Context: an optimization exercise on an open-source flow, tuned for a short achievable clock period and few clock cycles per item. The choices shown serve that exercise and are no tape-out recipe. At most, simulation tests tie the RTL to the original design; equivalence was not proved. Only the layout flow was run in run 3; the RTL was not checked for function there. The clock cells of runs 1 to 7 come from the design's own scripts or RTL, not from TritonCTS. The clock port is modelled as an ideal driver, which makes a skipped or thinned clock tree look cheaper than it is; a real chip needs a root buffer or a tree. Power is estimated from default activity; no workload was simulated.

$ cat config.mk
export PLATFORM = sky130hd
export DESIGN_NAME = mem_arbiter_nport
export DESIGN_NICKNAME = mem_arbiter_nport
export VERILOG_FILES = /design/flow/design.v
export SDC_FILE = /design/flow/constraint.sdc
export NUM_CORES = 4
export LEC_CHECK = 0
export ABC_CLOCK_PERIOD_IN_PS = 1500
export CAP_MARGIN = 20
export CORE_AREA = 5 5 315 315
export DIE_AREA = 0 0 320 320
export SETUP_SLACK_MARGIN = 3.3
export SLEW_MARGIN = 20
$ cat constraint.sdc
create_clock -name core_clock -period 5.0 [get_ports {clk}]
set_input_delay 1.0000 -clock core_clock [delete_from_list [all_inputs] [get_ports {clk}]]
set_output_delay 1.0000 -clock core_clock [all_outputs]
set_load 0.01 [all_outputs]
$ cat flow/cts_tree.tcl
# Manual clock tree: the clock port drives NG first-level clkbufs, each driving an equal share
# of the leaf clkbufs; each leaf clkbuf drives one k-means cluster of at most cap flip-flops.
proc mt_kmeans {pts K} {
  # pts: list of {x y}; returns {centers assign}
  set n [llength $pts]
  set sorted [lsort -real -index 0 $pts]
  set cx {}; set cy {}
  for {set k 0} {$k < $K} {incr k} {
    set s [lindex $sorted [expr {int(($k + 0.5) * $n / $K)}]]
    lappend cx [lindex $s 0]; lappend cy [lindex $s 1]
  }
  for {set iter 0} {$iter < 40} {incr iter} {
    set sx [lrepeat $K 0.0]; set sy [lrepeat $K 0.0]; set cnt [lrepeat $K 0]
    set assign {}
    foreach p $pts {
      set x [lindex $p 0]; set y [lindex $p 1]
      set best 0; set bd 1e30
      for {set k 0} {$k < $K} {incr k} {
        set d [expr {hypot($x-[lindex $cx $k], $y-[lindex $cy $k])}]
        if {$d < $bd} {set bd $d; set best $k}
      }
      lappend assign $best
      lset sx $best [expr {[lindex $sx $best]+$x}]
      lset sy $best [expr {[lindex $sy $best]+$y}]
      lset cnt $best [expr {[lindex $cnt $best]+1}]
    }
    for {set k 0} {$k < $K} {incr k} {
      if {[lindex $cnt $k] > 0} {
        lset cx $k [expr {[lindex $sx $k]/[lindex $cnt $k]}]
        lset cy $k [expr {[lindex $sy $k]/[lindex $cnt $k]}]
      }
    }
  }
  return [list $cx $cy $assign $cnt]
}

proc mt_buf {block master name x y inNet outNetName} {
  set inst [odb::dbInst_create $block $master $name]
  $inst setLocation [expr {int($x)}] [expr {int($y)}]
  $inst setPlacementStatus PLACED
  set net [odb::dbNet_create $block $outNetName]
  $net setSigType CLOCK
  [$inst findITerm A] connect $inNet
  [$inst findITerm X] connect $net
  return $net
}

proc mytree_build {K NG cap {leafMaster sky130_fd_sc_hd__clkbuf_16} {l1Master sky130_fd_sc_hd__clkbuf_16}} {
  set db [ord::get_db]
  set block [ord::get_db_block]
  set clkNet [$block findNet clk]
  set its {}; set pts {}
  foreach it [$clkNet getITerms] {
    set b [[$it getInst] getBBox]
    lappend its $it
    lappend pts [list [expr {([$b xMin]+[$b xMax])/2.0}] [expr {([$b yMin]+[$b yMax])/2.0}]]
  }
  lassign [mt_kmeans $pts $K] cx cy assign cnt
  # split clusters bigger than cap in two until none is
  while {1} {
    set big -1; set bigc $cap
    for {set k 0} {$k < [llength $cnt]} {incr k} { if {[lindex $cnt $k] > $bigc} { set big $k; set bigc [lindex $cnt $k] } }
    if {$big < 0} break
    set sub {}; set subi {}
    set i 0
    foreach p $pts a $assign { if {$a == $big} { lappend sub $p; lappend subi $i }; incr i }
    lassign [mt_kmeans $sub 2] scx scy sassign scnt
    set newk [llength $cnt]
    lset cx $big [lindex $scx 0]; lset cy $big [lindex $scy 0]; lset cnt $big [lindex $scnt 0]
    lappend cx [lindex $scx 1]; lappend cy [lindex $scy 1]; lappend cnt [lindex $scnt 1]
    foreach i $subi a $sassign { if {$a == 1} { lset assign $i $newk } }
  }
  set K [llength $cnt]
  set lpts {}; set lidx {}
  for {set k 0} {$k < $K} {incr k} {
    if {[lindex $cnt $k] > 0} { lappend lpts [list [lindex $cx $k] [lindex $cy $k]]; lappend lidx $k }
  }
  # balanced groups: leaves sorted by angle around their mean, cut into NG equal runs
  set mx 0.0; set my 0.0
  foreach p $lpts { set mx [expr {$mx + [lindex $p 0]}]; set my [expr {$my + [lindex $p 1]}] }
  set nl [llength $lpts]
  set mx [expr {$mx / $nl}]; set my [expr {$my / $nl}]
  set ang {}
  set i 0
  foreach p $lpts { lappend ang [list $i [expr {atan2([lindex $p 1] - $my, [lindex $p 0] - $mx)}]]; incr i }
  set ang [lsort -real -index 1 $ang]
  set gassign [lrepeat $nl 0]
  set gcnt [lrepeat $NG 0]; set gx [lrepeat $NG 0.0]; set gy [lrepeat $NG 0.0]
  set r 0
  foreach a $ang {
    set g [expr {$r * $NG / $nl}]
    set i [lindex $a 0]
    lset gassign $i $g
    lset gcnt $g [expr {[lindex $gcnt $g] + 1}]
    lset gx $g [expr {[lindex $gx $g] + [lindex $lpts $i 0]}]
    lset gy $g [expr {[lindex $gy $g] + [lindex $lpts $i 1]}]
    incr r
  }
  for {set g 0} {$g < $NG} {incr g} {
    lset gx $g [expr {[lindex $gx $g] / [lindex $gcnt $g]}]
    lset gy $g [expr {[lindex $gy $g] / [lindex $gcnt $g]}]
  }
  set leafM [$db findMaster $leafMaster]
  set l1M [$db findMaster $l1Master]
  set l1nets {}
  for {set g 0} {$g < $NG} {incr g} {
    if {[lindex $gcnt $g] == 0} { lappend l1nets {}; continue }
    lappend l1nets [mt_buf $block $l1M "mcts_l1_$g" [lindex $gx $g] [lindex $gy $g] $clkNet "mcts_l1_net_$g"]
  }
  set leafnet [dict create]
  foreach k $lidx g $gassign {
    dict set leafnet $k [mt_buf $block $leafM "mcts_leaf_$k" [lindex $cx $k] [lindex $cy $k] [lindex $l1nets $g] "mcts_leaf_net_$k"]
  }
  foreach it $its k $assign {
    $it disconnect
    $it connect [dict get $leafnet $k]
  }
  puts "mytree: [llength $its] sinks, [llength $lidx] leaves in $NG groups (sizes $gcnt), leaf sizes $cnt"
}
# Sourced by ORFS's cts.tcl before its clock_tree_synthesis call (PRE_CTS_TCL): build the
# tree here, then stand in for clock_tree_synthesis so that it only switches the clock to
# propagated, as clock_tree_synthesis does after building its own tree.
mytree_build 24 4 22
rename clock_tree_synthesis orfs_clock_tree_synthesis
proc clock_tree_synthesis {args} {
  set_propagated_clock [all_clocks]
  puts "clock tree built by cts_tree.tcl"
}
$ cat flow/run.sh
#!/bin/bash
# Standard ORFS flow with: fast port buffers (buffer_ports uses buf_4, and the resizer may
# change a cell's footprint); I/O pins allowed one routing track apart, with the clock pin
# alone in the middle of the left edge; a two-level clock tree built by cts_tree.tcl in
# place of TritonCTS (the clock port drives four buffers, each driving the leaf buffers of
# one region of flip-flops); after CTS, one more setup repair of the paths into the
# registers (post_cts.tcl); and the slow complex gates a222oi_1 and a2111oi_0 added to the
# platform's don't-use cells (synthesis keeps the same registers). ORFS writes each step's
# log under orfs/logs; make's own output goes to make.log.
set -euo pipefail
die=$(grep -o 'DIE_AREA=0 0 [0-9.]* [0-9.]*' standard.sh | awk '{print $4}')
lo=$(awk -v h="$die" 'BEGIN{print int(h/2-10)}'); hi=$(awk -v h="$die" 'BEGIN{print int(h/2+10)}')
dontuse=$(make -s -C "$FLOW_HOME" DESIGN_CONFIG="$PWD/config.mk" WORK_HOME="$PWD/orfs" print-DONT_USE_CELLS 2> dontuse.log | sed -n 's/^DONT_USE_CELLS: //p')
[[ -n "$dontuse" ]] || { echo "could not read DONT_USE_CELLS" >&2; exit 1; }
dontuse="$dontuse sky130_fd_sc_hd__a222oi_1 sky130_fd_sc_hd__a2111oi_0"
sed -e "s|\"\${@:-finish}\"|MATCH_CELL_FOOTPRINT=0 'BUFFER_PORTS_ARGS=-buffer_cell sky130_fd_sc_hd__buf_4' 'PLACE_PINS_ARGS=-min_distance 1 -min_distance_in_tracks -exclude left:$lo-$hi' PRE_IO_PLACEMENT_TCL=$PWD/flow/pins.tcl PRE_CTS_TCL=$PWD/flow/cts_tree.tcl POST_CTS_TCL=$PWD/flow/post_cts.tcl 'DONT_USE_CELLS=$dontuse' \"\${@:-finish}\"|" standard.sh > flow_standard.sh
bash flow_standard.sh finish > make.log 2>&1
$ cat design.v
module mem_arbiter_nport #(
    parameter int NUM_PORTS  = 4,
    parameter int BLOCK_SIZE = 32,
    parameter int ARB_MODE   = 1
) (
    input  logic                              clk,
    input  logic                              rst,
    input  logic [NUM_PORTS-1:0]              req_valid,
    input  logic [NUM_PORTS-1:0]              req_write,
    input  logic [NUM_PORTS-1:0]              req_single,
    input  logic [NUM_PORTS*32-1:0]           req_addr,
    input  logic [NUM_PORTS*BLOCK_SIZE*8-1:0] req_wdata,
    output logic [NUM_PORTS-1:0]              grant,
    output logic [NUM_PORTS-1:0]              resp_done,
    output logic [BLOCK_SIZE*8-1:0]           resp_rdata,
    output logic [31:0]                       addr,
    output logic                              write,
    output logic [31:0]                       wdata,
    output logic [1:0]                        transfer,
    input  logic [31:0]                       rdata,
    input  logic                              ready
);
    localparam int NP     = NUM_PORTS;
    localparam int WORDS  = BLOCK_SIZE / 4;
    localparam int LINE_W = BLOCK_SIZE * 8;
    function automatic logic [NP-1:0] rr_pick(input logic [NP-1:0] req, input logic [NP-1:0] after);
        logic [NP-1:0] pick;
        logic          found;
        pick = '0;
        for (int s = 0; s < NP; s++) begin
            if (after[s]) begin
                found = 1'b0;
                for (int i = 1; i <= NP; i++) begin
                    if (!found && req[(s + i) % NP]) begin
                        pick[(s + i) % NP] = 1'b1;
                        found = 1'b1;
                    end
                end
            end
        end
        rr_pick = pick;
    endfunction
    function automatic logic [NP-1:0] between(input logic [NP-1:0] a, input logic [NP-1:0] b);
        logic [NP-1:0] m;
        logic          inRange;
        m = '0;
        for (int s = 0; s < NP; s++) begin
            if (a[s]) begin
                inRange = 1'b1;
                for (int i = 1; i < NP; i++) begin
                    if (b[(s + i) % NP]) inRange = 1'b0;
                    if (inRange) m[(s + i) % NP] = 1'b1;
                end
            end
        end
        between = m;
    endfunction
    logic [NP-1:0] ptr;      
    logic [NP-1:0] nxt;      
    logic          nxtV;
    logic [NP-1:0] nxtLo;    
    logic [NP-1:0] nxtHi;    
    logic [NP-1:0] btw;      
    logic [NP-1:0] btwFree;  
    logic [NP-1:0] busy;     
    logic             idle;       
    logic             selNew;     
    logic             last;       
    logic [NP-1:0]    owner;      
    logic [WORDS-1:0] beatOH;     
    logic [WORDS-1:0] capture;    
    logic [LINE_W-1:32] lineHi;   
    logic [31:0]      addrI;      
    logic             writeI;
    logic [31:0]      wdataI;
    logic [LINE_W-1:0] rdataI;
    logic [NP-1:0] cand;
    logic          go, commit;
    assign go     = idle || ready;
    assign cand   = req_valid & ~busy;
    assign commit = nxtV && !(|(req_valid & btwFree)) && go && selNew;
    logic [LINE_W-1:0] newLine;
    logic [31:0]       newAddr;
    logic              newWrite, newSingle;
    always_comb begin
        newLine   = '0;
        newAddr   = '0;
        newWrite  = 1'b0;
        newSingle = 1'b0;
        for (int p = 0; p < NP; p++) begin
            newLine[LINE_W/2-1:0] = newLine[LINE_W/2-1:0] | (req_wdata[p*LINE_W +: LINE_W/2] & {(LINE_W/2){nxtLo[p]}});
            newLine[LINE_W-1:LINE_W/2] = newLine[LINE_W-1:LINE_W/2] | (req_wdata[p*LINE_W + LINE_W/2 +: LINE_W/2] & {(LINE_W/2){nxtHi[p]}});
            newAddr   = newAddr | (req_addr[p*32 +: 32] & {32{nxtLo[p]}});
            newWrite  = newWrite | (req_write[p] & nxtLo[p]);
            newSingle = newSingle | (req_single[p] & nxtLo[p]);
        end
        newAddr = newSingle ? {newAddr[31:2], 2'b00} : {newAddr[31:5], 5'b0};
    end
    logic [NP-1:0] pickA, pickH, btwA, btwH, freeA, freeH;
    logic [NP-1:0] nxtN, busyN, btwN;
    logic          nxtVN;
    always_comb begin
        pickA = rr_pick(cand & ~nxt, nxt);        
        pickH = rr_pick(cand, ptr);               
        btwA  = between(nxt, pickA);
        btwH  = between(ptr, pickH);
        freeA = ~((busy & ~resp_done) | nxt);
        freeH = ~(busy & ~resp_done);
        nxtN  = commit ? pickA : pickH;
        nxtVN = commit ? |(cand & ~nxt) : |cand;
        busyN = commit ? ~freeA : ~freeH;
        btwN  = commit ? btwA : btwH;
    end
    always_ff @(posedge clk or posedge rst) begin
        if (rst) begin
            ptr     <= NP'(1) << (NP - 1);
            nxt     <= '0;
            nxtV    <= 1'b0;
            busy    <= '0;
            btw     <= between(NP'(1) << (NP - 1), '0);
            btwFree <= between(NP'(1) << (NP - 1), '0);
        end else begin
            busy    <= busyN;
            nxt     <= nxtN;
            nxtV    <= nxtVN;
            btw     <= btwN;
            btwFree <= commit ? (btwA & freeA) : (btwH & freeH);
            if (commit) ptr <= nxt;
        end
    end
    always_ff @(posedge clk) nxtLo <= nxtN;
    always_ff @(posedge clk or posedge rst) begin
        if (rst) nxtHi <= '1;
        else     nxtHi <= nxtN;
    end
    logic [1:0]        transferN;
    logic [NP-1:0]     grantN;
    logic              writeN;
    logic [31:0]       addrN;
    logic [31:0]       wdataN;
    always_comb begin
        if (selNew) begin
            transferN = commit ? 2'b10 : 2'b00;
            grantN    = nxtLo;
            writeN    = newWrite;
            addrN     = newAddr;
            wdataN    = newLine[31:0];
        end else begin
            transferN = 2'b11;
            grantN    = owner;
            writeN    = writeI;
            addrN     = {addrI[31:5], addrI[4:2] + 3'd1, addrI[1:0]};
            wdataN    = '0;
            for (int w = 1; w < WORDS; w++)
                wdataN = wdataN | (lineHi[w*32 +: 32] & {32{beatOH[w-1]}});
        end
    end
    always_ff @(posedge clk or posedge rst) begin
        if (rst) begin
            transfer  <= 2'b00;
            idle      <= 1'b1;
            selNew    <= 1'b1;
            capture   <= '0;
            owner     <= '0;
            resp_done <= '0;
            writeI    <= 1'b0;
            addrI     <= '0;
            wdataI    <= '0;
        end else begin
            resp_done <= (!idle && last && ready) ? owner : '0;
            if (go) begin
                transfer <= transferN;
                writeI   <= writeN;
                addrI    <= addrN;
                wdataI   <= wdataN;
                if (selNew) begin
                    idle    <= !commit;
                    selNew  <= !commit || newSingle;
                    capture <= (commit && !newWrite) ? WORDS'(1) : '0;
                    owner   <= nxt;
                end else begin
                    selNew  <= beatOH[WORDS-2];
                    capture <= capture << 1;
                end
            end
        end
    end
    always_ff @(posedge clk) begin
        grant <= go ? grantN : owner;
        write <= go ? writeN : writeI;
        addr  <= go ? addrN : addrI;
        wdata <= go ? wdataN : wdataI;
    end
    always_ff @(posedge clk) begin
        if (selNew) lineHi <= newLine[LINE_W-1:32];
        if (go) begin
            if (selNew) begin
                last   <= newSingle;
                beatOH <= WORDS'(1);
            end else begin
                last   <= beatOH[WORDS-2];
                beatOH <= beatOH << 1;
            end
        end
    end
    always_ff @(posedge clk or posedge rst) begin
        if (rst) begin
            rdataI <= '0;
        end else begin
            for (int w = 0; w < WORDS; w++)
                if (capture[w]) rdataI[w*32 +: 32] <= rdata;
        end
    end
    always_ff @(posedge clk) begin
        for (int w = 0; w < WORDS; w++)
            resp_rdata[w*32 +: 32] <= capture[w] ? rdata : rdataI[w*32 +: 32];
    end
endmodule
$ cat standard.sh
#!/bin/bash
# synth_recipe.tcl (not shown) runs the flow's synth.tcl, then flattens the netlist and writes it again
# the make line also repeats each setting of config.mk as NAME=value (left out here)
make -C /OpenROAD-flow-scripts/flow DESIGN_CONFIG=/design/flow/config.mk WORK_HOME=/design/flow/orfs CLKGATE_MAP_FILE= SYNTH_SCRIPT=/design/flow/synth_recipe.tcl "${@:-finish}"
$ cat flow/post_cts.tcl
# Sourced by ORFS's cts.tcl after its own timing repair (POST_CTS_TCL). The paths to the
# output ports cannot be sped up by sizing, and repair_timing stops at the worst path, so the
# paths into the registers were left unrepaired. One more setup repair pass runs with the
# output delay lifted; then the output delay is put back as the SDC gives it.
set f [open $::env(RESULTS_DIR)/3_place.sdc]
set sdc [read $f]
close $f
if {![regexp {set_output_delay\s+([0-9.]+)} $sdc -> outDelay]} { error "no output delay in the SDC" }
set_output_delay 0 -clock [all_clocks] [all_outputs]
repair_timing -setup -setup_margin $::env(SETUP_SLACK_MARGIN) -repair_tns 100 -verbose
set_output_delay $outDelay -clock [all_clocks] [all_outputs]
detailed_placement
check_placement -verbose
estimate_parasitics -placement
report_worst_slack -max
$ cat flow/pins.tcl
# Put the clock pin in the middle of the left edge; PLACE_PINS_ARGS keeps the other pins
# out of the 20 um around it.
set die [[ord::get_db_block] getDieArea]
set mid [expr {([$die yMin] + [$die yMax]) / 2.0 / [[ord::get_db_tech] getDbUnitsPerMicron]}]
place_pin -pin_name clk -layer met3 -location [list 0 $mid] -pin_size {0.8 0.3} -force_to_die_boundary
==> results of run 1 <==
[cells by family after synthesis]
group	count (synthesis)	share of synthesized area
mux	257	0.08397
fa+ha+maj	1	0.0003631
buf+inv	228	0.02702
flops	923	0.6567
simple gates	496	0.06131
compound gates	810	0.1706
[Yosys cell counts (all sizes together), types with 2 or more instances]
cell     number
clkbuf      154
a2111oi       2
a21o          2
dfstp        10
mux2        256
and2          4
o22ai         2
a31oi        28
nor2b        13
o21ai        43
nand2       312
nor2         75
o21a          3
and3          2
a22oi       667
nand2b        5
a22o          4
nor3          7
a221oi        3
buf          67
a21oi        43
inv           7
edfxtp      232
a211oi        3
dfxtp       329
o31ai         2
nand3b        7
dfrtp       352
nand3        33
nand4        33
[power by group through the flow]
stage                     Clock, mW  Sequential (mW)  Combinational (mW)
after global placement            0             12.5                7.84
after detailed placement          0             12.6                7.96
after global routing           4.91             13.1                10.2
final                          4.56             12.8                9.73
after floorplan                   0             12.9                2.88
[area by class of cell]
| type | instances | area [µm²] | share of cell area |
|---|---|---|---|
| Sequential cell | 923 | 23080 | 0.4380 |
| Timing Repair Buffer | 1661 | 14580 | 0.2766 |
| Multi-Input combinational cell | 1565 | 11510 | 0.2183 |
| Inverter | 7 | 37.54 | 0.0007123 |
| Timing Repair inverter | 1 | 5.005 | 0.00009497 |
| Buffer | 64 | 1602 | 0.03039 |
| Antenna cell | 122 | 305.3 | 0.005793 |
| Tap cell | 1265 | 1583 | 0.03004 |
[worst min-delay path by stage]
stage	cells after the start	startpoint	slack [ps]	end
3_5_place_dp	1	resp_done[3]$_DFF_PP0_	470	busy[3]$_DFF_PP0_
2_1_floorplan	2	owner[0]$_DFFE_PP0P_	450	grant[0]$_DFF_P_
5_1_grt	1	rdataI[19]$_DFF_PP0_	480	resp_rdata[19]$_DFF_P_
3_3_place_gp	2	owner[1]$_DFFE_PP0P_	470	grant[1]$_DFF_P_
6_report	1	rdataI[19]$_DFF_PP0_	460	resp_rdata[19]$_DFF_P_
[per-layer routing]
layer / share of wire / GRT usage
met4: 0.11 / 0.3135
met2: 0.46 / 0.5398
met3: 0.083 / 0.09732
met1: 0.35 / 0.3709
met5: 0.00048 / 0.009722
[state kept, by name, summed over array words and instances, names as in the netlist, 7 cells and up]
register,flops
rdataI,256
beatOH,7
resp_rdata,256
addrI,32
lineHi,224
capture,8
wdataI,32
wdata,32
addr,32
[metrics by stage]
stage	power (mW)	util	cell area, µm²	setup slack, ps
floorplan	15.78	-	34770	-846.1
global placement	20.31	0.4961	47200	1945
detailed placement	20.51	0.4961	47200	1899
global route	28.16	0.5534	52660	2944
finish	27.07	0.5538	52700	2978
==> qor.yml, run 1 <==
rr_worst_depth: 6
start_util: 0.3620
synth_flop_cell: "dfrtp_1"
max-slew-margin-rel: 0.4652
nets: 5423
ys_seq_area_frac: 0.6567
synth_warnings: 1
reg2reg_from: "beatOH[4]$_SDFFCE_PP0N_"
synthToLayoutAreaGrowth_pct: 52.97
async_flop_share: 0.3922
dieArea_um2: 102400
fin_setup_tns_ps: 0
die_w_um: 320
syn-mean-instance-area_um2: 12.69
synth-edff-count: 232
cp_data_required_time_ps: 4000
clkPwrFrac: 0.168
worstSetupEndpointType: "output pin"
hpwl_mm: 138.8
slew_violations: 0
path_depth: 1
sw_frac_of_total: 0.3129
placed_cells: 5317
cp.arrival_ps: 1020
vias: 32000
skew_ps: 42.53
gp_congestion: 1.083
power_density_nw_per_um2: 513.7
synth_area_um2: 34450
synth_nets: 3915
cp_slowest_cell: "dfrtp_1"
cap_violations: 0
portBuffers: 1521
yosysUniqueCellTypes: 54
r2r_end: "wdata[19]$_DFF_P_"
hold_class: "flop to flop"
insertion_delay_ps: 480
path_class: "flop to output pin"
cp_cell_sequence: "buf_6"
synth_area_leaders: "dfrtp_1, edfxtp_1, dfxtp_1, a22oi_1, mux2_2"
grt_usage: 0.3417
setup_violations: 0
netlist_instances: 2715
cp_max_fo: 2
final_common_cell: "buf_4"
io_pins: 1529
core-area_um2: 95150
grt_max_degree: 95
grt_pass1_wl_mm: 249.3
holdWs_ps: 464.7
drt_iter0_markers: 2987
drcViolationCount: 0
crit_family: "flip-flops"
internal_power_mw: 18.60
comb_power_share: 0.360
rows: 113
grt_antenna_before_repair: 126
reg2reg_slack_ps: 3150
status: "timing/DRC/antenna clean"
max_stage_delay_ps: 400
grt-ovfl-total: 0
drive_above_1_share: 0.5807
synth_area_leader_cell: "dfrtp_1"
cp_num_buf_inv: 1
fmax_mhz: 494.6
yosysTopAreaCellShare: 0.2557
grt_pass1_vias: 31820
n_fill_cell: 8256
grt_setup_unrepaired: "yes"
period_share: 0.4044
firstDrtPassIters: 8
ys_ff_latch: 923
p_seq_frac: 0.472
crit_path_start: "resp_done[1]$_DFF_PP0_"
path_clk_slew_ps: 90
finalCriticalPeriod_ps: 2022
hold_viol_final: 0
final_cell_mix: "buf_4, a22oi_1, buf_6"
crit_path_start_kind: "flop"
worstSetupEndpoint: "resp_done[1]"
ant_nets: 0
leakage_nw: 23.66
routedWlPerCell_um: 33.78
peakVddDrop_mv: 0.2519
die_y_um: 320
via_per_inst: 5.705
finalNonFillerCells: 5608
worstMarginPinSlew_ps: 797.8
wl_mm: 189.5
p_switching_mw: 8.469
Testbench counts, summed over its fixed seeds: cycles 12,747, items 2,048.
==> run 2: changes to the inputs <==
--- a/config.mk
+++ b/config.mk
@@ -9,5 +9,6 @@
 export CAP_MARGIN = 20
 export CORE_AREA = 5 5 315 315
 export DIE_AREA = 0 0 320 320
+export PLACE_DENSITY = 0.5
 export SETUP_SLACK_MARGIN = 3.3
 export SLEW_MARGIN = 20
==> qor.yml, run 2 <==
cp_max_fo: 2
core-area_um2: 95150
finalNonFillerCells: 5525
peakVddDrop_mv: 0.3260
grt-ovfl-total: 0
leakage_nw: 23.56
r2r_end: "lineHi[145]$_DFFE_PP_"
portBuffers: 1521
via_per_inst: 5.593
worstMarginPinSlew_ps: 832.2
grt_antenna_before_repair: 64
grt_setup_unrepaired: "yes"
grt_pass1_wl_mm: 236.3
hold_class: "flop to flop"
die_w_um: 320
cp_num_buf_inv: 1
reg2reg_from: "nxtHi[2]$_DFF_PP1_"
holdWs_ps: 466.4
synth_flop_cell: "dfrtp_1"
final_common_cell: "buf_4"
yosysTopAreaCellShare: 0.2557
cp_data_required_time_ps: 4000
nets: 5400
path_clk_slew_ps: 80
rows: 113
yosysMostFrequentCell: "a22oi_1"
synth_nets: 3915
grt_max_degree: 92
path_depth: 1
synth_area_leader_cell: "dfrtp_1"
drive_above_1_share: 0.5724
synth_warnings: 1
period_share: 0.3984
synth_area_um2: 34450
synth-edff-count: 232
hold_viol_final: 0
io_pins: 1529
netlist_instances: 2715
gp_congestion: 1.020
die_y_um: 320
grt_pass1_vias: 31590
crit_path_start_kind: "flop"
path_class: "flop to output pin"
insertion_delay_ps: 450
cp.arrival_ps: 990
yosysUniqueCellTypes: 54
placed_cells: 5315
power_density_nw_per_um2: 506.5
max-slew-margin-rel: 0.4422
slew_violations: 0
cp_slowest_cell: "dfrtp_1"
ys_seq_area_frac: 0.6567
cap_violations: 0
vias: 30900
wl_mm: 176.1
fmax_mhz: 502.0
worstSetupEndpointType: "output pin"
cp_cell_sequence: "buf_6"
finalCriticalPeriod_ps: 1992
ys_ff_latch: 923
ant_nets: 0
setup_violations: 0
max_stage_delay_ps: 400
async_flop_share: 0.3922
rr_worst_depth: 3
firstDrtPassIters: 8
drcViolationCount: 0
start_util: 0.3620
routedWlPerCell_um: 31.87
hpwl_mm: 125.0
final_cell_mix: "buf_4, a22oi_1, buf_6"
synth_commonest_cells: "a22oi_1, dfrtp_1, dfxtp_1"
dieArea_um2: 102400
skew_ps: 44.33
synthToLayoutAreaGrowth_pct: 51.88
worstSetupEndpoint: "transfer[1]"
crit_path_start: "transfer[1]$_DFFE_PP0N_"
status: "timing/DRC/antenna clean"
synth_area_leaders: "dfrtp_1, edfxtp_1, dfxtp_1, a22oi_1, mux2_2"
reg2reg_slack_ps: 3180
crit_family: "flip-flops"
grt_usage: 0.3201
syn-mean-instance-area_um2: 12.69
n_fill_cell: 8374
fin_util: 0.5499
largestRegisters: "rdataI x256, resp_rdata x256, lineHi x224"
drt_iter0_markers: 2468
run 2: worst register-to-register path, stage by stage (launching register included):
cell and delay [ps]:
dfstp_4 590, buf_12 200, a22oi_1 450, nand2_1 280
run 2: cell families after synthesis:
| kind of cell | synth area share |
|---|---|
| and+or+nand+nor | 0.06131 |
| adders and majority gates | 0.0003631 |
| AOI/OAI and AO/OA | 0.1706 |
| buffers and inverters | 0.02702 |
| DFF | 0.6567 |
| muxes | 0.08397 |
run 2: stage by stage:
stage | worst slack, ps | TNS, ps | power, mW | instance area [µm²]
final | 3008 | 0 | 26.50 | 52320
after global routing | 2970 | 0 | 27.66 | 52310
after detailed placement | 2055 | 0 | 20.49 | 47190
after global placement | 2040 | 0 | 20.32 | 47190
after floorplan | -846.1 | -297820 | 15.78 | 34770
run 2: area by class of cell:
cell class / count / area [µm²] / share of cell area
Antenna cell: 62 / 155.1 / 0.002965
Buffer: 59 / 1476 / 0.02822
Inverter: 7 / 35.03 / 0.0006696
Multi-Input combinational cell: 1565 / 11430 / 0.2185
Sequential cell: 923 / 23070 / 0.4410
Tap cell: 1265 / 1583 / 0.03025
Timing Repair Buffer: 1643 / 14560 / 0.2783
Timing Repair inverter: 1 / 5.005 / 0.00009566
run 2: how the worst min path moves through the flow:
stage                                      from                 endpoint  depth (start not counted)
after floorplan            owner[0]$_DFFE_PP0P_         grant[0]$_DFF_P_                          2
after global placement     owner[3]$_DFFE_PP0P_   resp_done[3]$_DFF_PP0_                          1
after detailed placement   owner[1]$_DFFE_PP0P_   resp_done[1]$_DFF_PP0_                          1
after global routing      rdataI[151]$_DFF_PP0_  resp_rdata[151]$_DFF_P_                          1
final                     rdataI[151]$_DFF_PP0_  resp_rdata[151]$_DFF_P_                          1
run 2: layer usage:
metal	wire, µm	track usage	up-vias
li1	-	-	13150
met1	62190	0.3608	15120
met2	81120	0.5069	1904
met3	13660	0.07816	724
met4	19080	0.2812	4
met5	27	0	-
run 2: where the power goes:
group	switching (mW)	internal [mW]
sequential	1.16	11.4
combinational	4.80	4.81
clock	2.26	2.07
==> run 3: changes to the inputs <==
--- a/design.v
+++ b/design.v
@@ -64,6 +64,8 @@
     logic [NP-1:0] btwFree;  
     logic [NP-1:0] busy;     
     logic             idle;       
+    logic             laterN;     
+    logic [NP-1:0]    doneN;      
     logic             selNew;     
     logic             last;       
     logic [NP-1:0]    owner;      
@@ -104,8 +106,8 @@
         pickH = rr_pick(cand, ptr);               
         btwA  = between(nxt, pickA);
         btwH  = between(ptr, pickH);
-        freeA = ~((busy & ~resp_done) | nxt);
-        freeH = ~(busy & ~resp_done);
+        freeA = ~((busy & doneN) | nxt);
+        freeH = ~(busy & doneN);
         nxtN  = commit ? pickA : pickH;
         nxtVN = commit ? |(cand & ~nxt) : |cand;
         busyN = commit ? ~freeA : ~freeH;
@@ -157,19 +159,19 @@
     end
     always_ff @(posedge clk or posedge rst) begin
         if (rst) begin
-            transfer  <= 2'b00;
             idle      <= 1'b1;
+            laterN    <= 1'b1;
+            doneN     <= '1;
             selNew    <= 1'b1;
             capture   <= '0;
             owner     <= '0;
-            resp_done <= '0;
             writeI    <= 1'b0;
             addrI     <= '0;
             wdataI    <= '0;
         end else begin
-            resp_done <= (!idle && last && ready) ? owner : '0;
+            doneN <= ~((!idle && last && ready) ? owner : '0);
             if (go) begin
-                transfer <= transferN;
+                laterN   <= !transferN[0];
                 writeI   <= writeN;
                 addrI    <= addrN;
                 wdataI   <= wdataN;
@@ -185,6 +187,15 @@
             end
         end
     end
+    always_ff @(posedge clk or posedge rst) begin
+        if (rst) begin
+            transfer  <= 2'b00;
+            resp_done <= '0;
+        end else begin
+            transfer  <= go ? transferN : {!idle, !laterN};
+            resp_done <= (!idle && last && ready) ? owner : '0;
+        end
+    end
     always_ff @(posedge clk) begin
         grant <= go ? grantN : owner;
         write <= go ? writeN : writeI;
==> qor.yml, run 3 <==
synth_nets: 3929
synth_area_leader_cell: "dfrtp_1"
core-area_um2: 95150
crit_path_start_kind: "flop"
grt_pass1_wl_mm: 252.0
cp_data_required_time_ps: 4000
fmax_mhz: 494.1
grt_antenna_before_repair: 118
crit_family: "flip-flops"
synth_warnings: 1
drcViolationCount: 0
hpwl_mm: 142.2
power.total_mw: 14.37
path_clk_slew_ps: 90
hold_viol_final: 0
grt_use_met3: 0.1024
fin_setup_tns_ps: 0
hold_depth: 1
synthAdderAreaFrac: 0.0003622
grt_max_degree: 104
max-slew-margin-rel: 0.3802
use_met2: 0.5361
grt_pass1_vias: 31920
wl_mm: 192.0
via_per_inst: 5.639
gp_congestion: 1.055
grt_usage: 0.3453
grtUsageMet1: 0.3806
period_share: 0.4048
synth_compound_area_frac: 0.1694
routedWlPerCell_um: 34.17
die_w_um: 320
synth_commonest_cells: "a22oi_1, dfrtp_1, dfxtp_1, nand2_1, mux2_2"
cp_max_fo: 1
synth_area_um2: 34540
yosysTopAreaCellShare: 0.2550
synthToLayoutAreaGrowth_pct: 53.75
portBuffers: 1521
synth_flop_cell: "dfrtp_1"
leakage_nw: 25.08
yosysMostFrequentCell: "a22oi_1"
firstDrtPassIters: 5
final_cell_mix: "buf_4, a22oi_1, buf_6"
drive_above_1_share: 0.5851
nets: 5446
ys_ff_latch: 928
finalNonFillerCells: 5618
grt-ovfl-total: 0
yosys.area_share.simple: 0.06186
yosysUniqueCellTypes: 50
vias: 31680
largestRegisters: "rdataI x256, resp_rdata x256, lineHi x224"
worstSetupEndpoint: "resp_done[0]"
netlist_instances: 2729
insertion_delay_ps: 470
async_flop_share: 0.3955
reg2reg_slack_ps: 3190
top_usage_layer: "met2"
grt_setup_unrepaired: "yes"
synth_top_family_by_area: "compound AO/OA/AOI/OAI gates"
crit_path_start: "resp_done[0]$_DFF_PP0_"
muxShareOfSynthArea: 0.08403
worstSetupEndpointType: "output pin"
cp_slowest_cell: "dfrtp_1"
ys_seq_area_frac: 0.6587
slew_violations: 0
start_util: 0.3630
ant_nets: 0
cap_violations: 0
finalCriticalPeriod_ps: 2024
reg2reg_from: "beatOH[5]$_SDFFCE_PP0N_"
status: "timing/DRC/antenna clean"
synthXorXnorAreaFrac: 0
synth_area_leaders: "dfrtp_1, edfxtp_1, dfxtp_1, a22oi_1, mux2_2"
syn-mean-instance-area_um2: 12.66
path_depth: 1
dieArea_um2: 102400
r2r_end: "wdataI[27]$_DFF_PP0_"
n_fill_cell: 8294
hold_class: "flop to flop"
synth-edff-count: 232
die_y_um: 320
drt_iter0_markers: 2758
cp_cell_sequence: "buf_6"
rr_worst_depth: 6
final_common_cell: "buf_4"
skew_ps: 64.67
worstMarginPinSlew_ps: 924.6
placed_cells: 5334
io_pins: 1529
peakVddDrop_mv: 0.2592
power_density_nw_per_um2: 270.6
cp.arrival_ps: 1020
cp_num_buf_inv: 1
max_stage_delay_ps: 390
rows: 113
path_class: "flop to output pin"
setup_violations: 0
-- run 3: layout make-up --
type	count	area, µm²	area share
Sequential cell	928	23210	0.4370
Timing Repair Buffer	1672	14820	0.2791
Multi-Input combinational cell	1575	11660	0.2195
Tap cell	1265	1583	0.02980
Buffer	61	1526	0.02874
Antenna cell	109	272.8	0.005135
Inverter	7	32.53	0.0006125
Timing Repair inverter	1	5.005	0.00009423
-- run 3: power breakdown --
group | switching [mW] | internal (mW)
logic | 0.768 | 0.937
registers | 0.127 | 8.11
clock network | 2.29 | 2.14
total | 3.18 | 11.2
-- run 3: logic make-up after synthesis --
group                    after synthesis
buffers and inverters                227
AND/OR/NAND/NOR                      507
adder cells (fa/ha/maj)                1
multiplexers                         258
AO/OA/AOI/OAI                        808
flip-flops                           928
-- run 3: worst min-delay path by stage --
stage | slack [ps] | startpoint | endpoint
finish | 420 | owner[1]$_DFFE_PP0P_ | doneN[1]$_DFF_PP1_
global route | 440 | owner[2]$_DFFE_PP0P_ | doneN[2]$_DFF_PP1_
detailed placement | 410 | owner[2]$_DFFE_PP0P_ | doneN[2]$_DFF_PP1_
global placement | 400 | owner[1]$_DFFE_PP0P_ | doneN[1]$_DFF_PP1_
floorplan | 390 | owner[0]$_DFFE_PP0P_ | doneN[0]$_DFF_PP1_
-- run 3: stage by stage --
step	hold slack (ps)	setup WS [ps]	area [µm²]	utilization
after floorplan	388.3	-911.9	34900	-
after global placement	403.9	2089	47350	0.4976
after detailed placement	411.2	2097	47350	0.4976
after global routing	443.6	2934	53080	0.5579
final	423.3	2976	53110	0.5582
-- run 3: routing by layer --
metal | vias to the layer above | share of wire | wire length, µm
li1 | 13310 | - | -
met1 | 15630 | 0.35 | 67320
met2 | 1931 | 0.46 | 87660
met3 | 787 | 0.082 | 15720
met4 | 14 | 0.11 | 21210
met5 | - | 0.00045 | 86
==> run 4: changes to the inputs <==
--- a/design.v
+++ b/design.v
@@ -75,7 +75,6 @@
     logic [31:0]      addrI;      
     logic             writeI;
     logic [31:0]      wdataI;
-    logic [LINE_W-1:0] rdataI;
     logic [NP-1:0] cand;
     logic          go, commit;
     assign go     = idle || ready;
@@ -216,14 +215,10 @@
     end
     always_ff @(posedge clk or posedge rst) begin
         if (rst) begin
-            rdataI <= '0;
+            resp_rdata <= '0;
         end else begin
             for (int w = 0; w < WORDS; w++)
-                if (capture[w]) rdataI[w*32 +: 32] <= rdata;
-        end
-    end
-    always_ff @(posedge clk) begin
-        for (int w = 0; w < WORDS; w++)
-            resp_rdata[w*32 +: 32] <= capture[w] ? rdata : rdataI[w*32 +: 32];
+                if (capture[w]) resp_rdata[w*32 +: 32] <= rdata;
+        end
     end
 endmodule
--- a/config.mk
+++ b/config.mk
@@ -9,6 +9,5 @@
 export CAP_MARGIN = 20
 export CORE_AREA = 5 5 315 315
 export DIE_AREA = 0 0 320 320
-export PLACE_DENSITY = 0.5
 export SETUP_SLACK_MARGIN = 3.3
 export SLEW_MARGIN = 20
==> qor.yml, run 4 <==
die_w_um: 320
async_flop_share: 0.5461
grt_antenna_before_repair: 171
drcViolationCount: 0
gp_congestion: 1.156
synth_area_um2: 29450
path_clk_slew_ps: 80
fmax_mhz: 495.4
routedWlPerCell_um: 39.78
nets: 5283
drt_iter0_markers: 3336
wl_met1_mm: 77.89
largest_register_ffs: 256
p_seq_frac: 0.541
cap_violations: 0
power.total_mw: 11.35
max_stage_delay_ps: 460
top_register: "resp_rdata"
placed_cells: 5124
grt_pass1_vias: 30940
leakage_nw: 22.90
rows: 113
routed.top_layer: "met5"
largestRegisters: "resp_rdata x256, lineHi x224"
synth_nets: 3713
grt_pass1_wl_mm: 278.5
hold_class: "flop to flop"
crit_path_start_kind: "flop"
start_util: 0.3095
portBuffers: 1521
clkPwrFrac: 0.308
yosysUniqueCellTypes: 45
core-area_um2: 95150
io_pins: 1529
comb_power_share: 0.151
cp_max_fo: 1
synth_area_leader_cell: "dfrtp_1"
p_switching_mw: 2.703
yosysMostFrequentCell: "a22oi_1"
crit_family: "flip-flops"
cp_cell_sequence: "buf_6"
period_share: 0.4037
ys_seq_area_frac: 0.5986
ant_nets: 0
hpwl_mm: 164.4
fin_setup_tns_ps: 0
peakVddDrop_mv: 0.2009
drive_above_1_share: 0.5638
max-slew-margin-rel: 0.2984
finalNonFillerCells: 5508
worstSetupEndpointType: "output pin"
sw_frac_of_total: 0.2381
status: "timing/DRC/antenna clean"
grt_max_degree: 141
slew_violations: 0
via_per_inst: 5.773
wl_mm: 219.1
worstMarginPinSlew_ps: 1052
final_cell_mix: "buf_4, a22oi_1, nand2_1"
yosysTopAreaCellShare: 0.2991
n_fill_cell: 8674
cp_data_required_time_ps: 4000
synthToLayoutAreaGrowth_pct: 63.77
ys_ff_latch: 672
hold_viol_final: 0
final_common_cell: "buf_4"
firstDrtPassIters: 7
insertion_delay_ps: 450
setup_violations: 0
grt-ovfl-total: 0
synth_commonest_cells: "a22oi_1, nand2_1, dfrtp_1"
fin_util: 0.5069
vias: 31800
synth_area_leaders: "dfrtp_1, edfxtp_1, a22oi_1, mux2_2, nand2_1"
wl_met2_mm: 93.34
synth_warnings: 1
dieArea_um2: 102400
synth_flop_cell: "dfrtp_1"
cp_num_buf_inv: 1
power_density_nw_per_um2: 235.4
grt_usage: 0.3953
synth-edff-count: 232
met3_wirelength_mm: 24.38
die_y_um: 320
netlist_instances: 2513
path_class: "flop to output pin"
internal_power_mw: 8.650
cp.arrival_ps: 1020
finalCriticalPeriod_ps: 2019
syn-mean-instance-area_um2: 11.72
skew_ps: 53.07
cp_slowest_cell: "dfrtp_2"
grt_setup_unrepaired: "yes"
run 4: worst register-to-register path, cell delays in order, from the launching register on:
cell     delay (ps)
dfstp_4         660
o21ai_4          80
buf_6           120
nor4_4          310
buf_4           220
buf_6           140
o31ai_4          70
nor3b_4         170
run 4: kinds of logic (layout without fill, tap and decap cells):
| family | count (synthesis) | count (layout) | share of synthesized area |
|---|---|---|---|
| AO/OA/AOI/OAI | 804 | 804 | 0.1955 |
| adder cells (fa/ha/maj) | 1 | 1 | 0.0004247 |
| buffers and inverters | 230 | 1793 | 0.03122 |
| flip-flops | 672 | 672 | 0.5986 |
| multiplexers | 257 | 257 | 0.09826 |
| other | 0 | 162 | 0 |
| AND/OR/NAND/NOR | 549 | 554 | 0.07604 |
run 4: final cells by class:
cell class                 count  area, µm²  area share
timing repair buffer        1733      15350      0.3182
buffer                        48       1201     0.02490
inverter                      12      56.30    0.001167
multi-input combinational   1616      11870      0.2461
antenna                      162      405.4    0.008404
sequential                   672      17770      0.3684
tap                         1265       1583     0.03281
run 4: worst paths after layout:
path | slack, ps | endpoint | cells past startpoint | start
worst min register to register | 410 | doneN[2]$_DFF_PP1_ | 1 | owner[2]$_DFFE_PP0P_
worst max-delay path | 2980 | transfer[1] | 1 | transfer[1]$_DFF_PP0_
worst min-delay path | 410 | doneN[2]$_DFF_PP1_ | 1 | owner[2]$_DFFE_PP0P_
worst max register to register | 3100 | nxt[2]$_DFF_PP0_ | 7 | selNew$_DFFE_PP1N_
max in group asynchronous | 3470 | transfer[1]$_DFF_PP0_ | 3 | rst
min in group asynchronous | 540 | resp_rdata[108]$_DFFE_PP0P_ | 2 | rst
run 4: power by group through the flow:
stage | Sequential (mW) | Combinational, mW | Clock [mW]
final | 6.14 | 1.71 | 3.50
after global routing | 6.16 | 1.79 | 3.72
after detailed placement | 6.24 | 1.39 | 0
after global placement | 6.23 | 1.37 | 0
after floorplan | 6.28 | 0.269 | 0
run 4: stage by stage:
step | instance area, µm² | setup WS (ps) | hold slack (ps)
3_5_place_dp | 42290 | 1908 | 413.1
6_report | 48240 | 2981 | 414.2
5_1_grt | 48080 | 2988 | 412.0
3_3_place_gp | 42290 | 1947 | 414.7
2_1_floorplan | 29770 | -911.9 | 388.3
run 4: per-layer routing:
layer,vias up,global-route usage
li1,12830,-
met5,-,0.03148
met1,15700,0.4352
met2,2314,0.5842
met4,44,0.3223
met3,912,0.1794
Testbench counts of run 4, summed over its fixed seeds: cycles 12,747, items 2,048.
==> run 5: changes to the inputs <==
--- a/config.mk
+++ b/config.mk
@@ -9,5 +9,6 @@
 export CAP_MARGIN = 20
 export CORE_AREA = 5 5 315 315
 export DIE_AREA = 0 0 320 320
+export PLACE_DENSITY = 0.5
 export SETUP_SLACK_MARGIN = 3.3
 export SLEW_MARGIN = 20
==> qor.yml, run 5 <==
status: "timing/DRC/antenna clean"
holdWs_ps: 435.6
insertion_delay_ps: 420
ys_ff_latch: 672
top_register: "resp_rdata"
ys_seq_area_frac: 0.5986
start_util: 0.3095
hold_class: "flop to flop"
leakage_nw: 22.93
n_fill_cell: 8861
synth_warnings: 1
comb_power_share: 0.149
synth_flop_cell: "dfrtp_1"
grt_pass1_vias: 30350
hpwl_mm: 132.9
drive_above_1_share: 0.5567
nets: 5287
grt_max_degree: 152
yosysMostFrequentCell: "a22oi_1"
holdCritStartpoint: "owner[3]$_DFFE_PP0P_"
crit_path_start: "resp_rdata[189]$_DFFE_PP0P_"
internal_power_mw: 8.651
yosysTopAreaCellShare: 0.2991
worstMarginPinSlew_ps: 1033
reg2reg_slack_ps: 3230
synth_nets: 3713
clkPwrFrac: 0.308
peakVddDrop_mv: 0.2422
rows: 113
dieArea_um2: 102400
final_cell_mix: "buf_4, a22oi_1, nand2_1"
largest_register_ffs: 256
cp_max_fo: 2
via_per_inst: 5.541
cap_violations: 0
synth-edff-count: 232
setup_violations: 0
synth_area_leader_cell: "dfrtp_1"
max_stage_delay_ps: 400
cp.arrival_ps: 970
grt_antenna_before_repair: 95
hold_depth: 1
drcViolationCount: 0
die_y_um: 320
finalCriticalPeriod_ps: 1971
grt-ovfl-total: 0
sw_frac_of_total: 0.2353
synth_area_leaders: "dfrtp_1, edfxtp_1, a22oi_1, mux2_2, nand2_1"
skew_ps: 40.95
die_w_um: 320
wl_mm: 184.5
synth_area_um2: 29450
routedWlPerCell_um: 33.97
reg2reg_from: "selNew$_DFFE_PP1N_"
ant_nets: 0
largestRegisters: "resp_rdata x256, lineHi x224"
p_seq_frac: 0.543
vias: 30090
yosysUniqueCellTypes: 45
period_share: 0.3943
drt_iter0_markers: 2500
r2r_end: "addrI[21]$_DFF_PP0_"
cp_slowest_cell: "dfrtp_1"
hold_viol_final: 0
netlist_instances: 2513
cp_num_buf_inv: 1
grt_pass1_wl_mm: 242.0
grt_usage: 0.3315
max-slew-margin-rel: 0.3113
power_density_nw_per_um2: 236.0
grt_setup_unrepaired: "yes"
crit_family: "flip-flops"
crit_path_start_kind: "flop"
worstSetupEndpointType: "output pin"
worstHoldEndpoint: "doneN[3]$_DFF_PP1_"
cp_data_required_time_ps: 4000
synthToLayoutAreaGrowth_pct: 62.74
async_flop_share: 0.5461
fmax_mhz: 507.3
path_class: "flop to output pin"
io_pins: 1529
gp_congestion: 1.097
syn-mean-instance-area_um2: 11.72
rr_worst_depth: 7
portBuffers: 1521
final_common_cell: "buf_4"
p_switching_mw: 2.662
slew_violations: 0
firstDrtPassIters: 6
fin_util: 0.5037
core-area_um2: 95150
cp_cell_sequence: "buf_6"
synth_commonest_cells: "a22oi_1, nand2_1, dfrtp_1"
path_clk_slew_ps: 90
-- run 5: stage by stage --
step                      cells  instance area (µm²)  total power [mW]  worst slack (ps)  TNS (ps)
after detailed placement   5124                42230             7.620              1793         0
after global placement     5124                42230             7.601              1839         0
final                      5431                47930             11.31              3029         0
after floorplan            2513                29770             6.547            -911.9   -321000
after global routing       5423                47910             11.69              2986         0
-- run 5: cell type report --
class	count	area (µm²)	area share
inverters	12	56.30	0.001175
flip-flops and latches	672	17770	0.3706
repair buffers	1741	15450	0.3224
diodes	81	202.7	0.004229
multi-input cells	1612	11670	0.2435
well taps	1265	1583	0.03302
plain buffers	48	1201	0.02506
-- run 5: cells by family after synthesis --
group                      count (synthesis)  synth area share
buffers and inverters                    230           0.03122
muxes                                    257           0.09826
AOI/OAI and AO/OA                        804            0.1955
and+or+nand+nor                          549           0.07604
adders and majority gates                  1         0.0004247
DFF                                      672            0.5986
-- run 5: per-layer routing --
layer  track usage  wire length (µm)  up-vias
met5             0                77        -
met4        0.2429             16720       12
met3        0.1020             16840      648
met2        0.5252             84100     1977
met1        0.3798             66760    14740
li1              -                 -    12720
-- run 5: worst reg2reg max path: stages, from the launching register on --
cell and delay, ps:
dfstp_4 710, clkinvlp_4 150, nor2_4 140, buf_12 140
buf_12 140, clkbuf_16 200, nor2_4 40, a31oi_1 170
-- run 5: how the worst max path moves through the flow --
stage / slack [ps] / endpoint / depth (start not counted)
2_1_floorplan: -910 / addrI[0]$_DFF_PP0_ / 1
3_3_place_gp: 1840 / addrI[2]$_DFF_PP0_ / 5
3_5_place_dp: 1790 / addrI[2]$_DFF_PP0_ / 5
5_1_grt: 2990 / nxt[0]$_DFF_PP0_ / 7
6_report: 3030 / resp_rdata[189] / 1
-- run 5: power groups by stage --
stage | combinational [mW] | sequential [mW] | clock [mW]
after floorplan | 0.269 | 6.28 | 0
after global placement | 1.37 | 6.23 | 0
after detailed placement | 1.38 | 6.24 | 0
after global routing | 1.77 | 6.16 | 3.76
final | 1.69 | 6.14 | 3.49
==> run 6: changes to the inputs <==
--- a/flow/cts_tree.tcl
+++ b/flow/cts_tree.tcl
@@ -120,7 +120,7 @@
 # Sourced by ORFS's cts.tcl before its clock_tree_synthesis call (PRE_CTS_TCL): build the
 # tree here, then stand in for clock_tree_synthesis so that it only switches the clock to
 # propagated, as clock_tree_synthesis does after building its own tree.
-mytree_build 24 4 22
+mytree_build 24 4 18
 rename clock_tree_synthesis orfs_clock_tree_synthesis
 proc clock_tree_synthesis {args} {
   set_propagated_clock [all_clocks]
==> qor.yml, run 6 <==
path_class: "input port to flop"
ant_nets: 0
synthToLayoutAreaGrowth_pct: 64.74
skew_ps: 33.48
final_cell_mix: "buf_4, a22oi_1, nand2_1"
die_y_um: 320
power.total_mw: 11.80
fmax_mhz: 502.7
via_per_inst: 5.530
netlist_instances: 2513
synth_nets: 3713
reg2reg_slack_ps: 3150
gp_congestion: 1.097
status: "timing/DRC/antenna clean"
p_seq_frac: 0.520
vias: 30210
async_flop_share: 0.5461
setup_violations: 0
final_common_cell: "buf_4"
n_fill_cell: 8792
finalNonFillerCells: 5463
synth_flop_cell: "dfrtp_1"
crit_path_start: "req_valid[0]"
max-slew-margin-rel: 0.2620
yosysUniqueCellTypes: 45
holdWs_ps: 415.9
largest_register_ffs: 256
clkPwrFrac: 0.333
top_register: "resp_rdata"
drcViolationCount: 0
rows: 113
grt_max_degree: 152
drive_above_1_share: 0.5597
wl_mm: 184.7
synth_area_leaders: "dfrtp_1, edfxtp_1, a22oi_1, mux2_2, nand2_1"
hold_depth: 1
period_share: 0.3978
ys_ff_latch: 672
multi_input_area_um2: 11820
synth_area_leader_cell: "dfrtp_1"
cap_violations: 0
worstMarginPinSlew_ps: 1107
synth_warnings: 1
p_switching_mw: 2.754
crit_path_start_kind: "input port"
r2r_end: "wdataI[31]$_DFF_PP0_"
synth-edff-count: 232
path_clk_slew_ps: 70
largestRegisters: "resp_rdata x256, lineHi x224"
yosysMostFrequentCell: "a22oi_1"
die_w_um: 320
slew_violations: 0
sw_frac_of_total: 0.2333
nets: 5306
rr_worst_depth: 6
synth_commonest_cells: "a22oi_1, nand2_1, dfrtp_1"
grt_pass1_wl_mm: 243.6
fin_util: 0.5099
cp_data_required_time_ps: 5310
core-area_um2: 95150
start_util: 0.3095
holdCritStartpoint: "owner[3]$_DFFE_PP0P_"
drt_iter0_markers: 2486
ys_seq_area_frac: 0.5986
grt_usage: 0.3337
syn-mean-instance-area_um2: 11.72
dieArea_um2: 102400
io_pins: 1529
place_area_um2: 42230
portBuffers: 1521
leakage_nw: 23.16
peakVddDrop_mv: 0.2469
firstDrtPassIters: 6
regArea_um2: 17760
cp.arrival_ps: 2290
grt_pass1_vias: 30730
finalCriticalPeriod_ps: 1989
hpwl_mm: 132.9
routedWlPerCell_um: 33.81
synth_area_um2: 29450
internal_power_mw: 9.049
grt-ovfl-total: 0
stdcell_area_um2: 48520
grt_antenna_before_repair: 97
worstSetupEndpointType: "flop"
reg2reg_from: "selNew$_DFFE_PP1N_"
insertion_delay_ps: 440
placed_cells: 5124
yosysTopAreaCellShare: 0.2991
worstHoldEndpoint: "doneN[3]$_DFF_PP1_"
power_density_nw_per_um2: 243.3
hold_viol_final: 0
hold_class: "flop to flop"
comb_power_share: 0.147
grt_setup_unrepaired: "yes"
cp_max_fo: 6
## run 6: cell families (layout without fill, tap and decap cells)
group                    after synthesis  count (layout)  synth area share
flip-flops                           672             672            0.5986
adder cells (fa/ha/maj)                1               1         0.0004247
multiplexers                         257             257           0.09826
AO/OA/AOI/OAI                        804             804            0.1955
other                                  0              94                 0
AND/OR/NAND/NOR                      549             550           0.07604
buffers and inverters                230            1820           0.03122
## run 6: power groups by stage
stage               combinational [mW]  sequential (mW)  clock (mW)
finish                            1.74             6.14        3.93
global route                      1.83             6.16        4.22
detailed placement                1.38             6.24           0
global placement                  1.37             6.23           0
floorplan                        0.269             6.28           0
## run 6: critical path, stage by stage
cell and delay (ps):
buf_6 90, a21bo_4 210, nor4_4 340, clkbuf_16 200, buf_12 120, nor2_4 40, a211oi_4 280
## run 6: metal layers
metal	vias to the layer above	share of wire	GRT usage
met4	10	0.093	0.2516
met5	-	0.00037	0.001389
met1	14810	0.36	0.3783
met3	688	0.091	0.1052
met2	1945	0.45	0.5277
li1	12760	-	-
## run 6: area by class of cell
class / count / share of cell area
multi-input cells: 1612 / 0.2436
inverters: 12 / 0.001160
diodes: 94 / 0.004848
repair buffers: 1749 / 0.3212
well taps: 1265 / 0.03262
flip-flops and latches: 672 / 0.3661
plain buffers: 59 / 0.03043
## run 6: worst max path at each step
stage | endpoint | cells after the start
global placement | addrI[2]$_DFF_PP0_ | 5
floorplan | addrI[0]$_DFF_PP0_ | 1
global route | resp_rdata[163] | 1
finish | nxtLo[0]$_DFF_P_ | 7
detailed placement | addrI[2]$_DFF_PP0_ | 5
## run 6: through the flow
| stage | setup TNS [ps] | setup slack (ps) |
|---|---|---|
| 2_1_floorplan | -321000 | -911.9 |
| 3_3_place_gp | 0 | 1839 |
| 3_5_place_dp | 0 | 1793 |
| 5_1_grt | 0 | 2965 |
| 6_report | 0 | 3011 |
==> run 7: changes to the inputs <==
--- a/flow/cts_tree.tcl
+++ b/flow/cts_tree.tcl
@@ -120,7 +120,7 @@
 # Sourced by ORFS's cts.tcl before its clock_tree_synthesis call (PRE_CTS_TCL): build the
 # tree here, then stand in for clock_tree_synthesis so that it only switches the clock to
 # propagated, as clock_tree_synthesis does after building its own tree.
-mytree_build 24 4 18
+mytree_build 24 4 28
 rename clock_tree_synthesis orfs_clock_tree_synthesis
 proc clock_tree_synthesis {args} {
   set_propagated_clock [all_clocks]
==> qor.yml, run 7 <==
status: "timing/DRC/antenna clean"
grt-ovfl-total: 0
vias: 30030
final_cell_mix: "buf_4, a22oi_1, nand2_1"
die_y_um: 320
leakage_nw: 22.70
synth_flop_cell: "dfrtp_1"
ys_seq_area_frac: 0.5986
grt_usage: 0.3305
drcViolationCount: 0
synth_warnings: 1
sw_frac_of_total: 0.2357
gp_congestion: 1.097
worstMarginPinSlew_ps: 1040
via_per_inst: 5.544
wl_mm: 184.1
crit_path_start_kind: "flop"
start_util: 0.3095
yosysTopAreaCellShare: 0.2991
cp_max_fo: 2
grt_pass1_wl_mm: 241.1
skew_ps: 49.90
max-slew-margin-rel: 0.3066
hpwl_mm: 132.9
synth-edff-count: 232
internal_power_mw: 8.296
stdcell_area_um2: 47430
grt_pass1_vias: 30240
n_fill_cell: 8898
cap_violations: 0
yosysUniqueCellTypes: 45
nets: 5267
fin_setup_tns_ps: 0
crit_family: "flip-flops"
synthToLayoutAreaGrowth_pct: 61.02
p_seq_frac: 0.564
grt_antenna_before_repair: 95
portBuffers: 1521
clkPwrFrac: 0.288
largestRegisters: "resp_rdata x256, lineHi x224"
worst_slack_ps: 3043
grt_max_degree: 152
peakVddDrop_mv: 0.1989
cp_num_buf_inv: 1
path_class: "flop to output pin"
rows: 113
cp_data_required_time_ps: 4000
comb_power_share: 0.148
synth_area_leaders: "dfrtp_1, edfxtp_1, a22oi_1, mux2_2, nand2_1"
top_register: "resp_rdata"
final_common_cell: "buf_4"
syn-mean-instance-area_um2: 11.72
holdWs_ps: 424.3
regArea_um2: 17770
finalCriticalPeriod_ps: 1957
setup_violations: 0
die_w_um: 320
period_share: 0.3913
drive_above_1_share: 0.5530
insertion_delay_ps: 420
dieArea_um2: 102400
fin_util: 0.4984
hold_viol_final: 0
drt_iter0_markers: 2573
async_flop_share: 0.5461
ant_nets: 0
io_pins: 1529
synth_commonest_cells: "a22oi_1, nand2_1, dfrtp_1"
firstDrtPassIters: 6
synth_area_leader_cell: "dfrtp_1"
multi_input_area_um2: 11580
synth_nets: 3713
netlist_instances: 2513
hold_class: "flop to flop"
cp_cell_sequence: "buf_6"
yosysMostFrequentCell: "a22oi_1"
slew_violations: 0
fmax_mhz: 511.1
dp_slack_ps: 1793
routedWlPerCell_um: 33.98
cp_slowest_cell: "dfrtp_1"
worstSetupEndpointType: "output pin"
ys_ff_latch: 672
power_density_nw_per_um2: 228.9
max_stage_delay_ps: 420
grt_setup_unrepaired: "yes"
path_clk_slew_ps: 100
largest_register_ffs: 256
synth_area_um2: 29450
core-area_um2: 95150
p_switching_mw: 2.558
place_area_um2: 42230
cp.arrival_ps: 960
## run 7: cell counts after synthesis
Identical to the previous run, type by type.
## run 7: layer usage
layer / vias up / GRT usage / wire length, µm
met5: - / 0 / 63
met4: 10 / 0.2472 / 16640
met3: 643 / 0.1021 / 16500
met2: 1938 / 0.5207 / 83340
met1: 14750 / 0.3786 / 67520
li1: 12690 / - / -
## run 7: per-stage QoR
step	cells	total power [mW]
2_1_floorplan	2513	6.547
3_3_place_gp	5124	7.601
3_5_place_dp	5124	7.620
5_1_grt	5405	11.23
6_report	5417	10.85
## run 7: logic make-up (layout without fill, tap and decap cells)
family | after synthesis | count (layout) | synth area share
other cells | 0 | 87 | 0
buf+inv | 230 | 1781 | 0.03122
mux | 257 | 257 | 0.09826
compound gates | 804 | 804 | 0.1955
flops | 672 | 672 | 0.5986
fa+ha+maj | 1 | 1 | 0.0004247
simple gates | 549 | 550 | 0.07604
## run 7: final cells by class
class | count | share of cell area
antenna | 87 | 0.004591
buffer | 39 | 0.02058
inverter | 12 | 0.001187
multi-input combinational | 1612 | 0.2443
sequential | 672 | 0.3746
tap | 1265 | 0.03337
timing repair buffer | 1730 | 0.3214
## run 7: path summary, 6_finish.rpt
check                                           startpoint                          end  slack, ps  cells after the start
worst max-delay path            resp_rdata[74]$_DFFE_PP0P_               resp_rdata[74]       3040                      1
worst min-delay path                  owner[3]$_DFFE_PP0P_           doneN[3]$_DFF_PP1_        420                      1
worst max register to register          selNew$_DFFE_PP1N_         wdataI[31]$_DFF_PP0_       3240                      5
worst min register to register        owner[3]$_DFFE_PP0P_           doneN[3]$_DFF_PP1_        420                      1
max in group asynchronous                              rst   resp_rdata[58]$_DFFE_PP0P_       3470                      3
min in group asynchronous                              rst  resp_rdata[234]$_DFFE_PP0P_       1020                      3
## run 7: power by group through the flow
stage          logic [mW]  clock network [mW]  registers [mW]
5_1_grt              1.69                3.38            6.15
3_5_place_dp         1.38                   0            6.24
3_3_place_gp         1.37                   0            6.23
6_report             1.61                3.12            6.12
2_1_floorplan       0.269                   0            6.28
==> run 8: changes to the inputs <==
--- a/flow/cts_tree.tcl
+++ b/flow/cts_tree.tcl
@@ -120,7 +120,7 @@
 # Sourced by ORFS's cts.tcl before its clock_tree_synthesis call (PRE_CTS_TCL): build the
 # tree here, then stand in for clock_tree_synthesis so that it only switches the clock to
 # propagated, as clock_tree_synthesis does after building its own tree.
-mytree_build 24 4 28
+mytree_build 24 4 22
 rename clock_tree_synthesis orfs_clock_tree_synthesis
 proc clock_tree_synthesis {args} {
   set_propagated_clock [all_clocks]
--- a/config.mk
+++ b/config.mk
@@ -7,8 +7,8 @@
 export LEC_CHECK = 0
 export ABC_CLOCK_PERIOD_IN_PS = 1500
 export CAP_MARGIN = 20
-export CORE_AREA = 5 5 315 315
-export DIE_AREA = 0 0 320 320
-export PLACE_DENSITY = 0.5
+export CORE_AREA = 5 5 295 295
+export DIE_AREA = 0 0 300 300
+export PLACE_DENSITY = 0.7
 export SETUP_SLACK_MARGIN = 3.3
 export SLEW_MARGIN = 20
==> qor.yml, run 8 <==
io_pins: 1529
grt_usage: 0.4057
grt-ovfl-total: 14
die_w_um: 300
die_y_um: 300
synth_nets: 3713
rows: 106
netlist_instances: 2513
grt_max_degree: 171
dp_slack_ps: 1836
error: "[ERROR GRT-0116] Global routing finished with congestion. Check the congestion regions in the DRC Viewer."
start_util: 0.3525
synth_warnings: 1
yosysTopAreaCellShare: 0.2991
synth-edff-count: 232
lastStage: "global routing (5_1_grt)"
ys_ff_latch: 672
hpwl_mm: 141.2
gp_congestion: 1.119
synth_area_leader_cell: "dfrtp_1"
grt_pass1_wl_mm: 254.4
yosysUniqueCellTypes: 45
status: "aborted with a tool error"
synth_flop_cell: "dfrtp_1"
syn-mean-instance-area_um2: 11.72
synth_area_um2: 29450
synth_commonest_cells: "a22oi_1, nand2_1, dfrtp_1"
grt_pass1_vias: 33030
portBuffers: 1521
yosysMostFrequentCell: "a22oi_1"
ys_seq_area_frac: 0.5986
synth_area_leaders: "dfrtp_1, edfxtp_1, a22oi_1, mux2_2, nand2_1"
async_flop_share: 0.5461
run 8: worst min-delay path by stage:
stage,slack [ps],cells past startpoint,from,to
floorplan,390,1,owner[0]$_DFFE_PP0P_,doneN[0]$_DFF_PP1_
global placement,400,1,owner[2]$_DFFE_PP0P_,doneN[2]$_DFF_PP1_
detailed placement,410,1,owner[2]$_DFFE_PP0P_,doneN[2]$_DFF_PP1_
run 8: routing by layer:
layer,GRT usage,overflow
met1,0.4436,0
met2,0.5929,7
met3,0.1764,0
met4,0.3661,7
met5,0.02002,0
run 8: power by group through the flow:
stage	logic [mW]	clock network, mW	registers, mW
floorplan	0.269	0	6.28
global placement	1.38	0	6.23
detailed placement	1.40	0	6.24
run 8: cells by family after synthesis:
kind of cell	after synthesis	share of synthesized area
mux	257	0.09826
fa+ha+maj	1	0.0004247
compound gates	804	0.1955
flops	672	0.5986
simple gates	549	0.07604
buf+inv	230	0.03122
run 8: stage by stage:
stage	TNS [ps]	cells	area [µm²]
3_5_place_dp	0	4939	42040
3_3_place_gp	0	4939	42040
2_1_floorplan	-321000	2513	29770

## port drivers added, routing unchanged
In the flow no input, the clock included, has a driving cell. The finished layouts below were timed again as built, in two steps. Step 1 (the two cells are an assumption about what drives the block):
set clk [get_ports {clk}]
set_driving_cell -lib_cell sky130_fd_sc_hd__clkbuf_16 $clk
set_driving_cell -lib_cell sky130_fd_sc_hd__buf_2 [delete_from_list [all_inputs] $clk]
Step 2 times the ports against the registers' clock, not the clock port: input delays grow and output delays shrink by t, the midpoint of the rising clock arrivals with the driver on. a / b / c = ideal / step 1 / step 2; a / b = the first two.
run	t, ns	slack for setup (ns)	hold WS [ns]	latest minus earliest clock arrival (ns)	worst slew at a driven data input, ns
run 1	0.581	2.978 / 2.846 / 2.753	0.465 / 0.465 / 0.465	0.070 / 0.071	0.31
run 2	0.573	3.008 / 2.864 / 2.707	0.466 / 0.466 / 0.466	0.054 / 0.054	0.22
run 3	0.583	2.976 / 2.832 / 2.637	0.423 / 0.423 / 0.423	0.071 / 0.071	0.24
run 4	0.559	2.981 / 2.838 / 2.526	0.414 / 0.415 / 0.415	0.068 / 0.068	0.31
run 5	0.549	3.029 / 2.884 / 2.552	0.436 / 0.436 / 0.436	0.045 / 0.046	0.28
run 6	0.571	3.011 / 2.885 / 2.498	0.416 / 0.416 / 0.416	0.042 / 0.042	0.26
run 7	0.537	3.043 / 2.899 / 2.572	0.424 / 0.424 / 0.424	0.051 / 0.051	0.25
After both steps every run listed still meets setup and hold. For run 6, which loses most, drivers alone change the setup slack by -0.126 ns; drivers and shift together by -0.513 ns.
